What follows belongs to an exercise in optimizing a design on an open flow for small area; a production flow would make more cautious choices.
Only simulation tests tie the RTL to the original design; equivalence was not proved.
Power is estimated from default activity; no workload was simulated.

==> flow/design.v <==
package riscv_types;
    localparam int XLEN = 32;
    typedef logic [4:0] rs_addr_t;
    typedef enum logic [1:0] {
        SRC1_RS1  = 2'd0,
        SRC1_PC   = 2'd1,
        SRC1_ZERO = 2'd2
    } src1_sel_t;
    typedef enum logic {
        SRC2_RS2 = 1'b0,
        SRC2_IMM = 1'b1
    } src2_sel_t;
    typedef enum logic [1:0] {
        LOGIC_XOR  = 2'd0,
        LOGIC_OR   = 2'd1,
        LOGIC_AND  = 2'd2,
        LOGIC_NONE = 2'd3
    } alu_logic_op_t;
    typedef struct packed {
        rs_addr_t      rs1_addr;
        rs_addr_t      rs2_addr;
        rs_addr_t      rd_addr;
        logic          rd_en;
        src1_sel_t     src1_sel;
        src2_sel_t     src2_sel;
        logic [XLEN-1:0] imm;
        logic [XLEN-1:0] pc;
        logic          is_unsigned;
        logic          subtract;
        logic          arith;
        logic          lshift;
        logic          shifter_path;
        logic          slt_path;
        alu_logic_op_t logic_op;
    } alu_dec_t;
    typedef struct packed {
        logic [XLEN:0]   in1;
        logic [XLEN:0]   in2;
        logic [XLEN-1:0] shifter_in;
        logic [4:0]      shift_amount;
        logic            subtract;
        logic            arith;
        logic            lshift;
        logic            shifter_path;
        logic            slt_path;
        alu_logic_op_t   logic_op;
    } alu_inputs_t;
    function automatic logic [31:0] addr_onehot(input rs_addr_t addr);
        addr_onehot = 32'h0000_0001 << addr;
    endfunction
endpackage
module reg_file_2r1w #(
    parameter int XLEN = 32
) (
    input  logic                 clk,
    input  logic                 rst,
    input  logic                 we,
    input  logic [4:0]           wa,
    input  logic [XLEN-1:0]      wd,
    output logic [32*XLEN-1:0]   q
);
    logic [XLEN-1:0] din_s;
    assign din_s = wd & {XLEN{~rst}};
    assign q[XLEN-1:0] = '0;
    for (genvar i = 1; i < 32; i++) begin : g_row
        logic [XLEN-1:0] row_r;
        logic            row_we_s;
        assign row_we_s = rst | (we && (wa == i[4:0]));
        always_ff @(posedge clk) begin
            if (row_we_s) row_r <= din_s;
        end
        assign q[i*XLEN +: XLEN] = row_r;
    end
endmodule
module alu_issue #(
    parameter int XLEN = riscv_types::XLEN
) (
    input  logic        clk,
    input  logic        rst,
    input  logic        dec_valid,
    output logic        dec_ready,
    input  logic [90:0] dec_op,
    output logic        issue_valid,
    input  logic        issue_ready,
    output logic [109:0] alu_inputs,
    output logic [4:0]  issue_rd_addr,
    output logic        issue_rd_en,
    input  logic        wb_en,
    input  logic [4:0]  wb_addr,
    input  logic [31:0] wb_data,
    input  logic        flush
);
    logic [4:0]  rs1_a, rs2_a, rd_a;
    logic        rd_en;
    logic [1:0]  src1_sel;
    logic        src2_sel;
    logic [31:0] imm, pc;
    logic        is_unsigned;
    logic [6:0]  ctrl;
    assign rs1_a       = dec_op[90:86];
    assign rs2_a       = dec_op[85:81];
    assign rd_a        = dec_op[80:76];
    assign rd_en       = dec_op[75];
    assign src1_sel    = dec_op[74:73];
    assign src2_sel    = dec_op[72];
    assign imm         = dec_op[71:40];
    assign pc          = dec_op[39:8];
    assign is_unsigned = dec_op[7];
    assign ctrl        = dec_op[6:0];
    logic [32*XLEN-1:0] rf_q;
    reg_file_2r1w #(.XLEN(XLEN)) u_rf (
        .clk (clk),
        .rst (rst),
        .we  (wb_en),
        .wa  (wb_addr),
        .wd  (wb_data),
        .q   (rf_q)
    );
    logic        byp1_s, byp2_s;
    logic [XLEN-1:0] rs1_val_s, src2_s;
    assign byp1_s = wb_en && (wb_addr == rs1_a) && (rs1_a != 5'd0);
    assign byp2_s = wb_en && (wb_addr == rs2_a) && (rs2_a != 5'd0) && !src2_sel;
    logic [XLEN-1:0] srcv_s [33];
    logic [32:0]     s1_s, s2_s;
    always_comb begin
        srcv_s[0]  = wb_data;
        for (int i = 1; i < 32; i++) srcv_s[i] = rf_q[i*XLEN +: XLEN];
        srcv_s[32] = imm;
        for (int i = 1; i < 32; i++) begin
            s1_s[i] = (rs1_a == i[4:0]) && !byp1_s;
            s2_s[i] = (rs2_a == i[4:0]) && !byp2_s && !src2_sel;
        end
        s1_s[0]  = byp1_s;
        s2_s[0]  = byp2_s;
        s1_s[32] = 1'b0;
        s2_s[32] = src2_sel;
    end
    logic [XLEN-1:0] g1_s [11];
    logic [XLEN-1:0] g2_s [11];
    always_comb begin
        for (int g = 0; g < 11; g++) begin
            g1_s[g] = '1;
            g2_s[g] = '1;
        end
        for (int i = 0; i < 33; i++) begin
            g1_s[i/3] = g1_s[i/3] & ~(srcv_s[i] & {XLEN{s1_s[i]}});
            g2_s[i/3] = g2_s[i/3] & ~(srcv_s[i] & {XLEN{s2_s[i]}});
        end
        rs1_val_s = ~(g1_s[0] & g1_s[1] & g1_s[2] & g1_s[3]) |
                    ~(g1_s[4] & g1_s[5] & g1_s[6] & g1_s[7]) |
                    ~(g1_s[8] & g1_s[9] & g1_s[10]);
        src2_s    = ~(g2_s[0] & g2_s[1] & g2_s[2] & g2_s[3]) |
                    ~(g2_s[4] & g2_s[5] & g2_s[6] & g2_s[7]) |
                    ~(g2_s[8] & g2_s[9] & g2_s[10]);
    end
    logic [31:1] sb_r, live_s, wb_clr_s, flush_clr_s, set_s;
    logic        hazard_s, blocked_s, dec_ready_s, accept_s, flush_held_s;
    logic        issue_valid_r, issue_rd_en_r;
    logic [4:0]  issue_rd_addr_r;
    always_comb begin
        for (int i = 1; i < 32; i++) begin
            wb_clr_s[i]    = wb_en && (wb_addr == i[4:0]);
            flush_clr_s[i] = flush_held_s && issue_rd_en_r && (issue_rd_addr_r == i[4:0]);
            set_s[i]       = accept_s && rd_en && (rd_a == i[4:0]);
        end
    end
    assign live_s = sb_r & ~wb_clr_s;
    logic live1_s, live2_s, lived_s;
    assign live1_s = (rs1_a != 5'd0) && live_s[rs1_a];
    assign live2_s = (rs2_a != 5'd0) && live_s[rs2_a];
    assign lived_s = (rd_a  != 5'd0) && live_s[rd_a];
    assign hazard_s = ((src1_sel == 2'd0) && live1_s) ||
                      (!src2_sel && live2_s) ||
                      (rd_en && lived_s);
    assign blocked_s   = issue_valid_r && !issue_ready;
    assign dec_ready_s = !rst && !flush && !hazard_s && !blocked_s;
    assign accept_s    = dec_valid && dec_ready_s;
    assign flush_held_s = flush && blocked_s;
    always_ff @(posedge clk) begin
        if (rst) sb_r <= '0;
        else     sb_r <= (sb_r & ~wb_clr_s & ~flush_clr_s) | set_s;
    end
    logic [XLEN-1:0] src1_s;
    logic [XLEN-1:0] src1_r, src2_r, shin_r;
    logic            uns_r;
    logic [6:0]      ctrl_r;
    assign src1_s = (src1_sel == 2'd0) ? rs1_val_s :
                    (src1_sel == 2'd1) ? pc : '0;
    always_ff @(posedge clk) begin
        if (!blocked_s) begin
            src1_r          <= src1_s;
            src2_r          <= src2_s;
            shin_r          <= rs1_val_s;
            uns_r           <= is_unsigned;
            ctrl_r          <= ctrl;
            issue_rd_addr_r <= rd_a;
            issue_rd_en_r   <= rd_en;
        end
    end
    always_ff @(posedge clk) begin
        if (rst)                         issue_valid_r <= 1'b0;
        else if (accept_s)               issue_valid_r <= 1'b1;
        else if (flush || issue_ready)   issue_valid_r <= 1'b0;
    end
    assign dec_ready     = dec_ready_s;
    assign issue_valid   = issue_valid_r;
    assign alu_inputs    = {~uns_r & src1_r[XLEN-1], src1_r,
                            ~uns_r & src2_r[XLEN-1], src2_r,
                            shin_r, src2_r[4:0], ctrl_r};
    assign issue_rd_addr = issue_rd_addr_r;
    assign issue_rd_en   = issue_rd_en_r;
endmodule
Settings: LEC_CHECK=0, CAP_MARGIN=10, CORE_MARGIN=2, CORE_UTILIZATION=45, SETUP_SLACK_MARGIN=0.1, SLEW_MARGIN=10; clock period 6.0 ns.
standard.sh (not shown) runs the stock make flow with config.mk's settings and CLKGATE_MAP_FILE= SYNTH_SCRIPT=/design/flow/synth_recipe.tcl, a recipe that flattens the netlist after the stock synthesis.
==> flow/flow/run.sh <==
#!/bin/bash
# Standard ORFS layout with these changes:
#  - synthesis maps the logic with an area-oriented ABC script (abc_area_nf.script);
#    everything else in synthesis, including the flip-flop mapping, is unchanged;
#  - the port buffers are the smallest buffer cell;
#  - clock tree synthesis uses no dummy loads and larger sink clusters.
set -euo pipefail
cd "$(dirname "$0")/.."
W=$(pwd)
rm -rf "$W/scripts_area"
cp -r "$FLOW_HOME/scripts" "$W/scripts_area"
cp "$W/flow/abc_area_nf.script" "$W/scripts_area/abc_speed.script"
SCRIPTS_DIR="$W/scripts_area" bash standard.sh synth > flow_synth.log 2>&1
export BUFFER_PORTS_ARGS="-buffer_cell sky130_fd_sc_hd__buf_1"
export CTS_ARGS="-sink_clustering_enable -repair_clock_nets -dont_use_dummy_load -buf_list sky130_fd_sc_hd__clkbuf_16 -sink_clustering_size 25 -sink_clustering_max_diameter 100"
bash standard.sh > flow_standard.log 2>&1
==> flow/flow/abc_area_nf.script <==
&get -n
&st
&dch
&nf -R 1000 -p
&put
The starting point went through all stages and came out clean.
Change:
Settings changed: CORE_UTILIZATION 45 to 52.
- clock power shrinks by about 3%
- global-route usage came out higher by 5.7 points
- total power fell by 0.43%

## port drivers added, routing unchanged
No port has a modelled driver above. Below, the same layouts with a new extraction and two added sets of constraints.
Step 1 assumes that a clkbuf_16 drives the clock port and a buf_2 every other input.
Step 2 adds t to the input delays and takes it off the output delays; t is the mean of the earliest and latest rising clock arrival at the registers after step 1. Input paths then give back, and output paths get back, about the clock's delay inside the block.
Three values: no drivers, after step 1, after step 2; two values: the first two.
run	t (ns)	slack for setup (ns)	worst data-port slew with drivers (ns)
the first run	0.744	0.399 / 0.348 / 0.348	0.08
the second run	0.704	0.309 / 0.287 / 0.287	0.12
After both steps setup and hold are still met in every run listed. For the first run, which loses most, drivers alone change the setup slack by -0.051 ns; drivers and shift together by -0.051 ns.
